Context: an optimization exercise on an open-source flow, tuned for small area, a short achievable clock period and few clock cycles per item. The choices shown serve that exercise and are no tape-out recipe. The RTL of this run was laid out without a check of its function. Power is estimated from default activity; no workload was simulated.

### flow/flow/extra.mk
export BUFFER_PORTS_ARGS = -buffer_cell sky130_fd_sc_hd__buf_2
export SETUP_SLACK_MARGIN = 7.7
### flow/flow/run.sh
#!/bin/bash
# Standard ORFS layout (the standard.sh, standard synthesis), with two changes
# read from flow/extra.mk: plain buf_2 port buffers instead of delay buffers, and a
# larger setup slack margin so that repair_timing works below the 11 ns clock.
# The make output goes to std_flow.log; each ORFS step logs under orfs/logs.
set -euo pipefail
cfg=${FLOW_CONFIG:-config.mk}
cat flow/extra.mk >> "$cfg"
bash standard.sh finish > std_flow.log 2>&1
### flow/standard.sh
#!/bin/bash
# synth_recipe.tcl (not shown) runs the flow's synth.tcl, then flattens the netlist and writes it again
# the make line also repeats each setting of config.mk as NAME=value (left out here)
make -C /OpenROAD-flow-scripts/flow DESIGN_CONFIG=/design/flow/config.mk WORK_HOME=/design/flow/orfs CLKGATE_MAP_FILE= SYNTH_SCRIPT=/design/flow/synth_recipe.tcl "${@:-finish}"
### flow/config.mk
export PLATFORM = sky130hd
export DESIGN_NAME = framed_target_stepper_sequencer
export DESIGN_NICKNAME = framed_target_stepper_sequencer
export VERILOG_FILES = /design/flow/design.v
export SDC_FILE = /design/flow/constraint.sdc
export NUM_CORES = 4
export LEC_CHECK = 0
export CAP_MARGIN = 20
export CORE_MARGIN = 2
export CORE_UTILIZATION = 40
export CTS_CLUSTER_DIAMETER = 90
export CTS_CLUSTER_SIZE = 28
export PLACE_DENSITY = 0.72
export SLEW_MARGIN = 20
export BUFFER_PORTS_ARGS = -buffer_cell sky130_fd_sc_hd__buf_2
export SETUP_SLACK_MARGIN = 7.7
### flow/constraint.sdc
create_clock -name core_clock -period 11.0 [get_ports {aclk}]
set_input_delay 2.2000 -clock core_clock [delete_from_list [all_inputs] [get_ports {aclk}]]
set_output_delay 2.2000 -clock core_clock [all_outputs]
set_load 0.01 [all_outputs]
### flow/design.v
package ftss_pkg;
    localparam logic [2:0] PH_IDLE   = 3'd0;
    localparam logic [2:0] PH_Y_OUT  = 3'd1;
    localparam logic [2:0] PH_X_OUT  = 3'd2;
    localparam logic [2:0] PH_PAUSE1 = 3'd3;
    localparam logic [2:0] PH_Y_BACK = 3'd4;
    localparam logic [2:0] PH_X_BACK = 3'd5;
    localparam logic [2:0] PH_PAUSE2 = 3'd6;
    localparam logic [7:0] FRAME_HEADER  = 8'hA5;
    localparam logic [7:0] FRAME_TRAILER = 8'h5B;
    localparam logic [7:0]  RST_ORIGIN_X      = 8'd15;
    localparam logic [7:0]  RST_ORIGIN_Y      = 8'd60;
    localparam logic [21:0] RST_SCALE_X       = 22'd860052;
    localparam logic [21:0] RST_SCALE_Y       = 22'd1147739;
    localparam logic [11:0] RST_STEP_LIMIT    = 12'd2000;
    localparam logic [15:0] RST_HALF_PERIOD_X = 16'd1000;
    localparam logic [15:0] RST_HALF_PERIOD_Y = 16'd650;
    localparam logic [17:0] RST_PAUSE_TICKS   = 18'd200000;
endpackage
module ftss_ks_add #(
    parameter int W = 8
) (
    input  logic [W-1:0] a,
    input  logic [W-1:0] b,
    input  logic         cin,
    output logic [W-1:0] sum,
    output logic         cout
);
    localparam int L = (W + 1 > 16) ? 5 : (W + 1 > 8) ? 4 : (W + 1 > 4) ? 3 : 2;
    logic [W:0] g [0:L];
    logic [W:0] p [0:L];
    logic [W-1:0] hp;
    assign hp = a ^ b;
    assign g[0] = {a & b, cin};
    assign p[0] = {hp, 1'b0};
    for (genvar k = 0; k < L; k++) begin : g_lvl
        for (genvar i = 0; i <= W; i++) begin : g_bit
            if (i >= (1 << k)) begin : g_op
                assign g[k+1][i] = g[k][i] | (p[k][i] & g[k][i - (1 << k)]);
                assign p[k+1][i] = p[k][i] & p[k][i - (1 << k)];
            end else begin : g_pass
                assign g[k+1][i] = g[k][i];
                assign p[k+1][i] = p[k][i];
            end
        end
    end
    assign sum  = hp ^ g[L][W-1:0];
    assign cout = g[L][W];
endmodule
module ftss_bk_add #(
    parameter int W = 8
) (
    input  logic [W-1:0] a,
    input  logic [W-1:0] b,
    input  logic         cin,
    output logic [W-1:0] sum,
    output logic         cout
);
    localparam int N = W + 1;
    localparam int L = (N > 16) ? 5 : (N > 8) ? 4 : (N > 4) ? 3 : 2;
    logic [W-1:0] hp;
    logic [N-1:0] g, p;
    assign hp = a ^ b;
    always_comb begin
        g = {a & b, cin};
        p = {hp, 1'b0};
        for (int d = 0; d < L; d++) begin
            for (int i = (2 << d) - 1; i < N; i += (2 << d)) begin
                g[i] = g[i] | (p[i] & g[i - (1 << d)]);
                p[i] = p[i] & p[i - (1 << d)];
            end
        end
        for (int d = L - 2; d >= 0; d--) begin
            for (int i = 3 * (1 << d) - 1; i < N; i += (2 << d)) begin
                g[i] = g[i] | (p[i] & g[i - (1 << d)]);
                p[i] = p[i] & p[i - (1 << d)];
            end
        end
    end
    assign sum  = hp ^ g[W-1:0];
    assign cout = g[W];
endmodule
module ftss_sk_add #(
    parameter int W = 8
) (
    input  logic [W-1:0] a,
    input  logic [W-1:0] b,
    input  logic         cin,
    output logic [W-1:0] sum,
    output logic         cout
);
    localparam int N = W + 1;
    localparam int L = (N > 16) ? 5 : (N > 8) ? 4 : (N > 4) ? 3 : 2;
    logic [W-1:0] hp;
    logic [N-1:0] g, p;
    assign hp = a ^ b;
    always_comb begin
        g = {a & b, cin};
        p = {hp, 1'b0};
        for (int k = 0; k < L; k++) begin
            for (int i = 0; i < N; i++) begin
                if (((i >> k) & 1) == 1) begin
                    g[i] = g[i] | (p[i] & g[((i >> k) << k) - 1]);
                    p[i] = p[i] & p[((i >> k) << k) - 1];
                end
            end
        end
    end
    assign sum  = hp ^ g[W-1:0];
    assign cout = g[W];
endmodule
module framed_target_stepper_sequencer #(
    parameter int STEP_WIDTH = 12
) (
    input  logic        aclk,
    input  logic        aresetn,
    input  logic        s_tvalid,
    output logic        s_tready,
    input  logic [7:0]  s_tdata,
    input  logic        s_tuser,
    output logic        m_tvalid,
    input  logic        m_tready,
    output logic [7:0]  m_tdata,
    input  logic        cfg_valid,
    output logic        cfg_ready,
    input  logic [2:0]  cfg_index,
    input  logic [21:0] cfg_wdata
);
    logic rst_q;
    always_ff @(posedge aclk) rst_q <= !aresetn;
    logic [7:0]  ox, oy;
    logic [21:0] sx, sy;
    logic [11:0] lim;
    logic [15:0] hx, hy;
    logic [17:0] pt;
    assign cfg_ready = 1'b1;
    logic [21:0] wd_lo, wd_hi;
    logic [7:0]  cfg_we;
    assign wd_lo = cfg_wdata & ~{22{rst_q}};
    assign wd_hi = cfg_wdata | {22{rst_q}};
    function automatic logic [21:0] wd_rst(logic [21:0] rv, logic [21:0] lo, logic [21:0] hi);
        wd_rst = (rv & hi) | (~rv & lo);
    endfunction
    logic [21:0] d_ox, d_oy, d_sx, d_sy, d_lim, d_hx, d_hy, d_pt;
    assign d_ox  = wd_rst(22'(ftss_pkg::RST_ORIGIN_X), wd_lo, wd_hi);
    assign d_oy  = wd_rst(22'(ftss_pkg::RST_ORIGIN_Y), wd_lo, wd_hi);
    assign d_sx  = wd_rst(ftss_pkg::RST_SCALE_X, wd_lo, wd_hi);
    assign d_sy  = wd_rst(ftss_pkg::RST_SCALE_Y, wd_lo, wd_hi);
    assign d_lim = wd_rst(22'(ftss_pkg::RST_STEP_LIMIT), wd_lo, wd_hi);
    assign d_hx  = wd_rst(22'(ftss_pkg::RST_HALF_PERIOD_X), wd_lo, wd_hi);
    assign d_hy  = wd_rst(22'(ftss_pkg::RST_HALF_PERIOD_Y), wd_lo, wd_hi);
    assign d_pt  = wd_rst(22'(ftss_pkg::RST_PAUSE_TICKS), wd_lo, wd_hi);
    always_comb begin
        for (int k = 0; k < 8; k++) cfg_we[k] = rst_q || (cfg_valid && cfg_index == 3'(k));
    end
    always_ff @(posedge aclk) begin
        if (cfg_we[0]) ox  <= d_ox[7:0];
        if (cfg_we[1]) oy  <= d_oy[7:0];
        if (cfg_we[2]) sx  <= d_sx;
        if (cfg_we[3]) sy  <= d_sy;
        if (cfg_we[4]) lim <= d_lim[11:0];
        if (cfg_we[5]) hx  <= d_hx[15:0];
        if (cfg_we[6]) hy  <= d_hy[15:0];
        if (cfg_we[7]) pt  <= d_pt[17:0];
    end
    logic       rdy, in_u;
    logic [7:0] in_d;
    logic       in_fire;
    assign s_tready = rdy;
    assign in_fire  = s_tvalid && rdy;
    assign in_u     = s_tuser;
    assign in_d     = s_tdata;
    localparam int YO = 0, XO = 1, P1 = 2, YB = 3, XB = 4, P2 = 5;
    logic [1:0]  cnt;           
    logic        hdr;           
    logic [7:0]  tx, ty;        
    logic [2:0]  typ;           
    logic        bk;            
    logic [5:0]  ph;            
    logic [11:0] ny, nx;        
    logic [11:0] sl;            
    logic [17:0] c1;            
    logic        pulse;
    logic [1:0]  dir;           
    logic        mul_busy;
    logic [3:0]  mcnt;
    logic        seenx, seeny;
    function automatic logic [7:0] enter(logic [5:0] s, logic y_nz, logic x_nz,
                                         logic p_nz, logic [1:0] dir_in);
        logic [5:0] f, r;
        logic       act, fy, fx;
        f   = {p_nz, x_nz, y_nz, p_nz, x_nz, y_nz};
        act = 1'b0;
        fy  = 1'b0;
        fx  = 1'b0;
        for (int j = 0; j < 6; j++) begin
            act = act | s[j];
            if (j == YB) fy = act;
            if (j == XB) fx = act;
            r[j] = act & f[j];
            act  = act & !f[j];
        end
        enter = {r, dir_in[1] ^ fy, dir_in[0] ^ fx};
    endfunction
    logic        is_idle, is_y, is_x, is_p;
    logic [17:0] thr;
    logic        hit;
    logic [7:0]  ent;
    logic [5:0]  e_ph;
    logic        e_y, e_step;
    assign ph      = {typ & {3{bk}}, typ & {3{!bk}}};
    assign is_idle = !(|typ);
    assign is_y    = typ[0];
    assign is_x    = typ[1];
    assign is_p    = typ[2];
    assign thr     = ({18{is_p}} & pt) | ({18{is_y}} & {2'b00, hy}) | ({18{is_x}} & {2'b00, hx});
    logic cmp_now, eq_inc, hit_q, hit_n;
    ftss_bk_add #(.W(18)) u_cmp (.a(c1), .b(~thr), .cin(1'b1), .sum(), .cout(cmp_now));
    logic [17:0] r_in;
    logic [17:0] eq_bit;
    assign r_in = c1 ^ thr;
    assign eq_bit[0] = r_in[0];
    for (genvar i = 1; i < 18; i++) begin : g_eq
        if (i == 1) begin : g_one
            assign eq_bit[i] = (r_in[1] == c1[0]);
        end else begin : g_rest
            assign eq_bit[i] = (r_in[i] == (c1[i-1] & r_in[i-1]));
        end
    end
    assign eq_inc = &eq_bit;
    logic le1_p, le1_y, le1_x;
    assign le1_p = !(|pt[17:1]);
    assign le1_y = !(|hy[15:1]);
    assign le1_x = !(|hx[15:1]);
    assign hit = hit_q;
    logic [17:0] c1_inc;
    ftss_bk_add #(.W(18)) u_inc (.a(c1), .b(18'd0), .cin(1'b1), .sum(c1_inc), .cout());
    logic [11:0] sl_dec;
    ftss_bk_add #(.W(12)) u_dec (.a(sl), .b(12'hfff), .cin(1'b0), .sum(sl_dec), .cout());
    assign ent    = enter(mul_busy ? 6'b000001 : {ph[4:0], 1'b0}, |ny, |nx, |pt, dir);
    assign e_ph   = ent[7:2];
    assign e_y    = e_ph[YO] | e_ph[YB];
    assign e_step = e_y | e_ph[XO] | e_ph[XB];
    logic [7:0] dx, dy;
    logic       bx, by;
    ftss_bk_add #(.W(8)) u_dx (.a(tx), .b(~ox), .cin(1'b1), .sum(dx), .cout(bx));
    ftss_bk_add #(.W(8)) u_dy (.a(ty), .b(~oy), .cin(1'b1), .sum(dy), .cout(by));
    logic        bitx, bity;
    logic [21:0] accx, accy, sumx, sumy;
    logic        cox, coy;
    assign accx = {nx, c1[9:0]};
    assign accy = {ny, sl[9:0]};
    logic        bxq, byq, bxq_n, byq_n;
    assign bitx = bxq;
    assign bity = byq;
    ftss_sk_add #(.W(22)) u_mx (.a(accx), .b({22{bitx}} & sx), .cin(1'b0), .sum(sumx), .cout(cox));
    ftss_sk_add #(.W(22)) u_my (.a(accy), .b({22{bity}} & sy), .cin(1'b0), .sum(sumy), .cout(coy));
    logic [13:0] px, py;
    logic        gx, gy;
    assign px = accx[21:8];
    assign py = accy[21:8];
    ftss_bk_add #(.W(14)) u_lx (.a({2'b00, lim}), .b(~px), .cin(1'b1), .sum(), .cout(gx));
    ftss_bk_add #(.W(14)) u_ly (.a({2'b00, lim}), .b(~py), .cin(1'b1), .sum(), .cout(gy));
    logic       out_v, skid_v;
    logic [5:0] out_r, skid_r;
    logic       out_fire;
    assign out_fire = out_v && m_tready;
    assign m_tvalid = out_v;
    assign m_tdata  = {2'b00, out_r};
    logic        proc, push;
    logic [1:0]  cnt_n;
    logic        hdr_n;
    logic [7:0]  tx_n, ty_n;
    logic [2:0]  typ_n;
    logic        bk_n;
    logic [11:0] ny_n, nx_n, sl_n;
    logic [17:0] c1_n;
    logic        pulse_n;
    logic [1:0]  dir_n;
    logic        mul_busy_n;
    logic [3:0]  mcnt_n;
    logic        seenx_n, seeny_n;
    logic [5:0]  res;
    logic mst_q, mit_q, mmin_q, mend_q;
    assign proc = in_fire;
    logic [2:0]  e_typ;
    logic        e_bk;
    assign e_typ = {e_ph[P1] | e_ph[P2], e_ph[XO] | e_ph[XB], e_ph[YO] | e_ph[YB]};
    assign e_bk  = e_ph[YB] | e_ph[XB] | e_ph[P2];
    logic [17:0] t_c1;
    logic [11:0] t_sl;
    logic        t_pulse, t_bk, t_hit;
    logic [2:0]  t_typ;
    logic [1:0]  t_dir;
    logic [5:0]  t_res;
    always_comb begin
        logic t_enter, t_one, t_inc;
        t_c1    = c1;
        t_sl    = sl;
        t_pulse = pulse;
        t_enter = 1'b0;
        t_one   = 1'b0;
        t_inc   = 1'b0;
        if (!is_idle) begin
            if (!hit) begin
                t_c1  = c1_inc;
                t_inc = 1'b1;
            end else begin
                t_c1  = 18'd1;
                t_one = 1'b1;
                if (is_p) begin
                    t_enter = 1'b1;
                end else if (pulse) begin
                    t_pulse = 1'b0;
                    t_sl    = sl_dec;
                    if (sl == 12'd1) t_enter = 1'b1;
                end else begin
                    t_pulse = 1'b1;
                end
            end
        end
        t_typ = typ;
        t_bk  = bk;
        t_dir = dir;
        if (t_enter) begin
            t_typ   = e_typ;
            t_bk    = e_bk;
            t_dir   = ent[1:0];
            t_pulse = e_step;
            t_sl    = e_y ? ny : nx;
        end
        if (t_one)
            t_hit = (t_typ[2] & le1_p) | (t_typ[0] & le1_y) | (t_typ[1] & le1_x);
        else if (t_inc)
            t_hit = cmp_now | eq_inc;
        else
            t_hit = cmp_now;
        t_res = {1'b0, |t_typ, t_dir[1], t_pulse & t_typ[0], t_dir[0], t_pulse & t_typ[1]};
    end
    logic b_close, b_start;
    assign b_close = is_idle && (cnt == 2'd3);
    assign b_start = b_close && hdr && (in_d == ftss_pkg::FRAME_TRAILER);
    always_comb begin
        cnt_n      = cnt;
        hdr_n      = hdr;
        tx_n       = tx;
        ty_n       = ty;
        typ_n      = typ;
        bk_n       = bk;
        ny_n       = ny;
        nx_n       = nx;
        sl_n       = sl;
        c1_n       = c1;
        pulse_n    = pulse;
        dir_n      = dir;
        mul_busy_n = mul_busy;
        mcnt_n     = mcnt;
        seenx_n    = seenx;
        seeny_n    = seeny;
        bxq_n      = tx[1] ^ (dir[0] & (seenx | tx[0]));
        byq_n      = ty[1] ^ (!dir[1] & (seeny | ty[0]));
        hit_n      = cmp_now;
        push       = 1'b0;
        res        = {1'b0, |typ, dir[1], pulse & typ[0], dir[0], pulse & typ[1]};
        if (mst_q) begin
            mcnt_n    = 4'd0;
            dir_n     = {by, !bx};
            tx_n      = dx;
            ty_n      = dy;
            nx_n      = '0;
            ny_n      = '0;
            c1_n[9:0] = '0;
            sl_n[9:0] = '0;
            seenx_n   = 1'b0;
            seeny_n   = 1'b0;
            bxq_n     = dx[0];
            byq_n     = dy[0];
        end
        if (mit_q) begin
            {nx_n, c1_n[9:0]} = {cox, sumx[21:1]};
            {ny_n, sl_n[9:0]} = {coy, sumy[21:1]};
            seenx_n = seenx | tx[0];
            seeny_n = seeny | ty[0];
            tx_n    = {1'b0, tx[7:1]};
            ty_n    = {1'b0, ty[7:1]};
            mcnt_n  = mcnt + 4'd1;
        end
        if (mmin_q) begin
            nx_n   = gx ? px[11:0] : lim;
            ny_n   = gy ? py[11:0] : lim;
            mcnt_n = mcnt + 4'd1;
        end
        if (mend_q) begin
            typ_n      = e_typ;
            bk_n       = e_bk;
            dir_n      = ent[1:0];
            pulse_n    = e_step;
            sl_n       = e_y ? ny : nx;
            c1_n       = 18'd1;
            hit_n      = (e_typ[2] & le1_p) | (e_typ[0] & le1_y) | (e_typ[1] & le1_x);
            push       = 1'b1;
            mul_busy_n = 1'b0;
            res        = {1'b0, |e_typ, ent[1], e_step & e_typ[0], ent[0], e_step & e_typ[1]};
        end
        if (proc) begin
            if (in_u) begin
                typ_n   = t_typ;
                bk_n    = t_bk;
                dir_n   = t_dir;
                pulse_n = t_pulse;
                sl_n    = t_sl;
                c1_n    = t_c1;
                hit_n   = t_hit;
                push    = 1'b1;
                res     = t_res;
            end else if (!is_idle) begin
                push  = 1'b1;
                cnt_n = 2'd0;
            end else if (!b_close) begin
                push  = 1'b1;
                cnt_n = cnt + 2'd1;
                if (cnt == 2'd0) hdr_n = (in_d == ftss_pkg::FRAME_HEADER);
                if (cnt == 2'd1) tx_n  = in_d;
                if (cnt == 2'd2) ty_n  = in_d;
            end else begin
                cnt_n = 2'd0;
                if (b_start) begin
                    mul_busy_n = 1'b1;
                    mcnt_n     = 4'd15;
                end else begin
                    push   = 1'b1;
                    res[5] = 1'b1;
                end
            end
        end
    end
    always_ff @(posedge aclk) begin
        tx    <= tx_n;
        ty    <= ty_n;
        ny    <= ny_n;
        nx    <= nx_n;
        sl    <= sl_n;
        c1    <= c1_n;
        pulse <= pulse_n;
        hdr   <= hdr_n;
        mcnt  <= mcnt_n;
        seenx <= seenx_n;
        seeny <= seeny_n;
        hit_q <= hit_n;
        bxq   <= bxq_n;
        byq   <= byq_n;
        if (rst_q) begin
            cnt      <= 2'd0;
            typ      <= 3'd0;
            bk       <= 1'b0;
            dir      <= 2'b00;
            mul_busy <= 1'b0;
        end else begin
            cnt      <= cnt_n;
            typ      <= typ_n;
            bk       <= bk_n;
            dir      <= dir_n;
            mul_busy <= mul_busy_n;
        end
    end
    logic skid_v_n, out_v_n;
    logic trailer_go, skid_keep, skid_fill;
    logic [3:0] mcnt_b;       
    assign mcnt_b = mst_q ? 4'd0 : (mit_q || mmin_q) ? mcnt + 4'd1 : mcnt;
    assign trailer_go = proc && !in_u && b_start;
    assign skid_keep  = skid_v && !out_fire;
    assign skid_fill  = !skid_v && out_v && !out_fire && (proc || mend_q);
    always_ff @(posedge aclk) begin
        if (rst_q) begin
            mst_q  <= 1'b0;
            mit_q  <= 1'b0;
            mmin_q <= 1'b0;
            mend_q <= 1'b0;
        end else begin
            mst_q  <= trailer_go;
            mit_q  <= mul_busy && !mend_q && !mcnt_b[3];
            mmin_q <= mul_busy && (mcnt_b == 4'd8);
            mend_q <= mul_busy && !mend_q && (mcnt_b == 4'd9) && !skid_keep;
        end
    end
    always_ff @(posedge aclk) begin
        rdy <= aresetn && !rst_q && !cfg_valid && !skid_keep && !skid_fill &&
               !(mul_busy && !mend_q) && !trailer_go;
    end
    always_comb begin
        out_v_n  = out_v;
        skid_v_n = skid_v;
        if (skid_v) begin
            if (out_fire) begin
                out_v_n  = 1'b1;
                skid_v_n = 1'b0;
            end
        end else if (!out_v || out_fire) begin
            out_v_n = push;
        end else if (push) begin
            skid_v_n = 1'b1;
        end
        if (!aresetn || rst_q) begin
            out_v_n  = 1'b0;
            skid_v_n = 1'b0;
        end
    end
    always_ff @(posedge aclk) begin
        out_v  <= out_v_n;
        skid_v <= skid_v_n;
        if (!out_v || out_fire) out_r <= skid_v ? skid_r : res;
        if (!skid_v && out_v && !out_fire) skid_r <= res;
    end
endmodule
==> results.txt <==
==> area by class of cell <==
cell class / instances / area [um2] / area share, %
clock buffer: 16 / 358 / 2.26
clock inverter: 4 / 50.0 / 0.315
inverter: 88 / 330 / 2.08
multi-input combinational: 1003 / 7540 / 47.5
sequential: 232 / 6570 / 41.4
tap: 461 / 577 / 3.64
timing repair buffer: 73 / 445 / 2.81
==> critical path: stages <==
cell,delay [ps]
sky130_fd_sc_hd__buf_2,160
sky130_fd_sc_hd__and3_4,320
sky130_fd_sc_hd__o21ai_4,170
sky130_fd_sc_hd__nand2_4,160
sky130_fd_sc_hd__a21oi_2,60
sky130_fd_sc_hd__xor2_1,180
sky130_fd_sc_hd__mux2_4,270
==> cell families (layout without fill, tap and decap cells) <==
family / after synthesis / in the layout / synth area share (%)
other: 2 / 3 / 0.0519
muxes: 47 / 47 / 3.39
xor gates and xnor gates: 55 / 55 / 3.33
buffers and inverters: 143 / 181 / 3.90
and+or+nand+nor: 414 / 414 / 14.8
DFF: 232 / 232 / 45.3
AOI/OAI and AO/OA: 336 / 336 / 15.5
adders and majority gates: 148 / 148 / 13.8
==> routing by layer <==
layer / part of all wire [%] / GRT usage, % / wire length (um)
met5: 0 / 0 / 0
met4: 4.3 / 7.66 / 1650
met2: 46 / 32.9 / 17600
met3: 8.0 / 2.80 / 3050
met1: 42 / 26.6 / 15900
==> path summary, 6_finish.rpt <==
check / start / endpoint / slack (ps)
max: s_tuser / out_r[1]$_DFFE_PN_ / 7710
min: cnt[0]$_SDFFE_PP0P_ / cnt[0]$_SDFFE_PP0P_ / 530
max reg2reg: bxq$_DFF_P_ / nx[5]$_DFFE_PP_ / 7840
min reg2reg: cnt[0]$_SDFFE_PP0P_ / cnt[0]$_SDFFE_PP0P_ / 530
==> sequential cells by signal (all words and copies together), names as in the netlist, 12 cells and up <==
register,cells
sx,22
sy,22
c1,18
pt,18
hx,16
hy,16
lim,12
nx,12
ny,12
sl,12
==> placed cells by master, fill, tap and decap left out, types with 36 or more instances in the layout <==
| cell | Yosys | routed |
|---|---|---|
| sky130_fd_sc_hd__xnor2_1 | 40 | 40 |
| sky130_fd_sc_hd__nor2_1 | 87 | 85 |
| sky130_fd_sc_hd__and2_1 | 49 | 48 |
| sky130_fd_sc_hd__o21ai_0 | 68 | 67 |
| sky130_fd_sc_hd__edfxtp_1 | 191 | 191 |
| sky130_fd_sc_hd__dfxtp_1 | 41 | 36 |
| sky130_fd_sc_hd__buf_2 | 7 | 46 |
| sky130_fd_sc_hd__ha_1 | 129 | 129 |
| sky130_fd_sc_hd__nand2_1 | 97 | 92 |
| sky130_fd_sc_hd__inv_1 | 87 | 87 |
| sky130_fd_sc_hd__a21oi_1 | 85 | 84 |
==> metrics by stage <==
stage / util [%] / cell area (um2) / power [mW] / setup WS (ps) / cells
after floorplan: - / 14600 / 1.49 / 7550 / 1378
after global placement: 42.7 / 15200 / 1.62 / 6620 / 1841
after detailed placement: 42.7 / 15200 / 1.64 / 6550 / 1841
after CTS: 44.2 / 15700 / 2.20 / 7660 / 1866
after global routing: 44.6 / 15900 / 2.31 / 7660 / 1877
final: 44.6 / 15900 / 2.20 / 7710 / 1877
==> where the power goes <==
group	leakage, nW	total, mW	switching [mW]	internal, mW
clock	0.200	0.553	0.308	0.244
sequential	2.25	1.13	0.0942	1.03
combinational	3.77	0.523	0.286	0.237
==> timing repair <==
action,in CTS,in global routing
hold buffers,0,0
pin swaps,1,4
resized for setup,12,13
endpoints found under the setup margin,87,52
buffers inserted,5,11
==> flow_summary.rst <==
.. list-table::
   :header-rows: 1

   * - Metric
     - Value
   * - Status
     - timing/DRC/antenna clean
   * - Cell row count
     - 69
   * - Worst clock skew on the final layout
     - 22.7 ps
   * - Die extent in x
     - 194 um
   * - Final setup violation count
     - 0
   * - Hold Violations, Final
     - 0
   * - Total Routing Usage GR
     - 19.9%
   * - Mean Syn Cell Area
     - 10.5 um2
   * - Via count of the first global-routing pass
     - 10878
   * - Kind of critical path
     - input pin to flip-flop
   * - Distinct cell type count after synthesis
     - 82
   * - Slew at the pin with the worst max-slew slack
     - 834 ps
   * - Share of post-route cells with drive strength above 1
     - 12.3%
   * - Largest fanout on the critical path
     - 13
   * - Via count
     - 11070
   * - Share of async-settable or async-resettable flops after synthesis
     - 0%
   * - Die height
     - 194 um
   * - Final-layout worst hold slack
     - 528 ps
   * - Endpoint type of the worst setup path
     - flip-flop
   * - Part of the cycle the worst path needs
     - 29.9%
   * - Post-DP HPWL
     - 28300 um
   * - Hold Path Cell Cnt
     - 2
   * - Number of flip-flops and latches in the synthesized netlist
     - 232
   * - Unrepaired setup endpoints after global routing
     - true
   * - Drt first-iter violations
     - 1113
   * - CTS buffer count
     - 13
   * - Commonest cells in the netlist
     - sky130_fd_sc_hd__edfxtp_1 (191), sky130_fd_sc_hd__ha_1 (129), sky130_fd_sc_hd__nand2_1 (97)
   * - Detailed-route vias per instance
     - 5.90
   * - Number of flops mapped to enable cells by yosys
     - 191
   * - Final min period
     - 3290 ps
   * - # port buffers
     - 46
   * - Maximum frequency from static timing analysis
     - 304 MHz
   * - Sort of element at the start of the critical path
     - input pin
   * - Clock sinks
     - 232
   * - Area share of the largest cell type after synthesis
     - 39.6%
   * - Starting utilization of the core area
     - 40.7%
   * - Bufs on Longest Clock Path
     - 3
   * - Wire length of the first global-routing pass
     - 60100 um
   * - Cell with the most instances after synthesis
     - sky130_fd_sc_hd__edfxtp_1
   * - IO Pins
     - 50
   * - Final ANT Viol Nets
     - 0
   * - Hold Crit Class
     - flip-flop to flip-flop
   * - Area growth, synth to finish
     - 9.63%
   * - Crit path required time
     - 11250 ps
   * - Layout net count
     - 1598
   * - Largest net degree at the start of global routing
     - 62
   * - Final antenna diode count
     - 0
   * - Number of slew-limit violations in the final report
     - 0
   * - DIE AREA
     - 37700 um2
   * - Power density of the placed cells
     - 139 nW/um2
   * - Gr ovfl total
     - 0
   * - CTS tree
     - yes
   * - Number of max-capacitance violations reported
     - 0
   * - Clock tree root driver cell
     - sky130_fd_sc_hd__clkbuf_16
   * - Sequential element share of the synthesized area
     - 45.3%
   * - Number of warning messages in the yosys log
     - 6
   * - Initial antenna violation count
     - 1
   * - Total of fill cells in the finished design
     - 3312
   * - R2r worst-path depth
     - 12
   * - Maximum resistive drop on vdd
     - 121 uV
   * - Library cell with the largest summed area after synthesis
     - sky130_fd_sc_hd__edfxtp_1
   * - Deepest level of the CTS H-tree
     - 1
   * - Worst path arrival time
     - 3540 ps
   * - Worst-Skew Late Latency
     - 500 ps
   * - Max-Slew Margin vs Limit
     - 44.4%
   * - Mapped Area
     - 14500 um2
   * - Clock-pin transition on the worst setup and hold timing paths
     - 100 ps
   * - Dominant synthesized flop cell
     - sky130_fd_sc_hd__edfxtp_1
   * - Post-synthesis cell count
     - 1377
   * - Ranking of synthesized cells by area
     - sky130_fd_sc_hd__edfxtp_1 (40%), sky130_fd_sc_hd__ha_1 (11%), sky130_fd_sc_hd__dfxtp_1 (5.7%)
   * - Final setup TNS
     - 0 ps
   * - Lkg Pwr
     - 6.22 nW
   * - Routed WL per cell
     - 20.4 um
   * - Placer's final routability congestion estimate
     - 0.910
   * - Drt total wl
     - 38200 um
   * - Std-Cell Core Area
     - 35600 um2
   * - DR pass1 iterations
     - 8
   * - Detailed-route DRC error count
     - 0

[afterwards: timing with drivers on the ports]
In the flow no input, the clock included, has a driving cell. The finished layout below was timed again as built, in two steps.
Step 1, drivers: a clkbuf_16 drives aclk and a buf_2 each remaining input, both assumed.
Step 2 moves the port delays by t, midway between the first and last clock arrival at a register: inputs arrive t later, outputs are due t later. That takes back most of the time a late clock gives input paths.
Three values: ideal ports, drivers, drivers and shift; two values: the first two.
t, ns: 0.538
slack for setup (ns): 7.713 / 7.702 / 7.197
clock arrival spread, ns: 0.022 / 0.023
After both steps this run still meets setup and hold. The setup slack of this run moves by -0.011 ns with the drivers and by -0.516 ns with both steps.
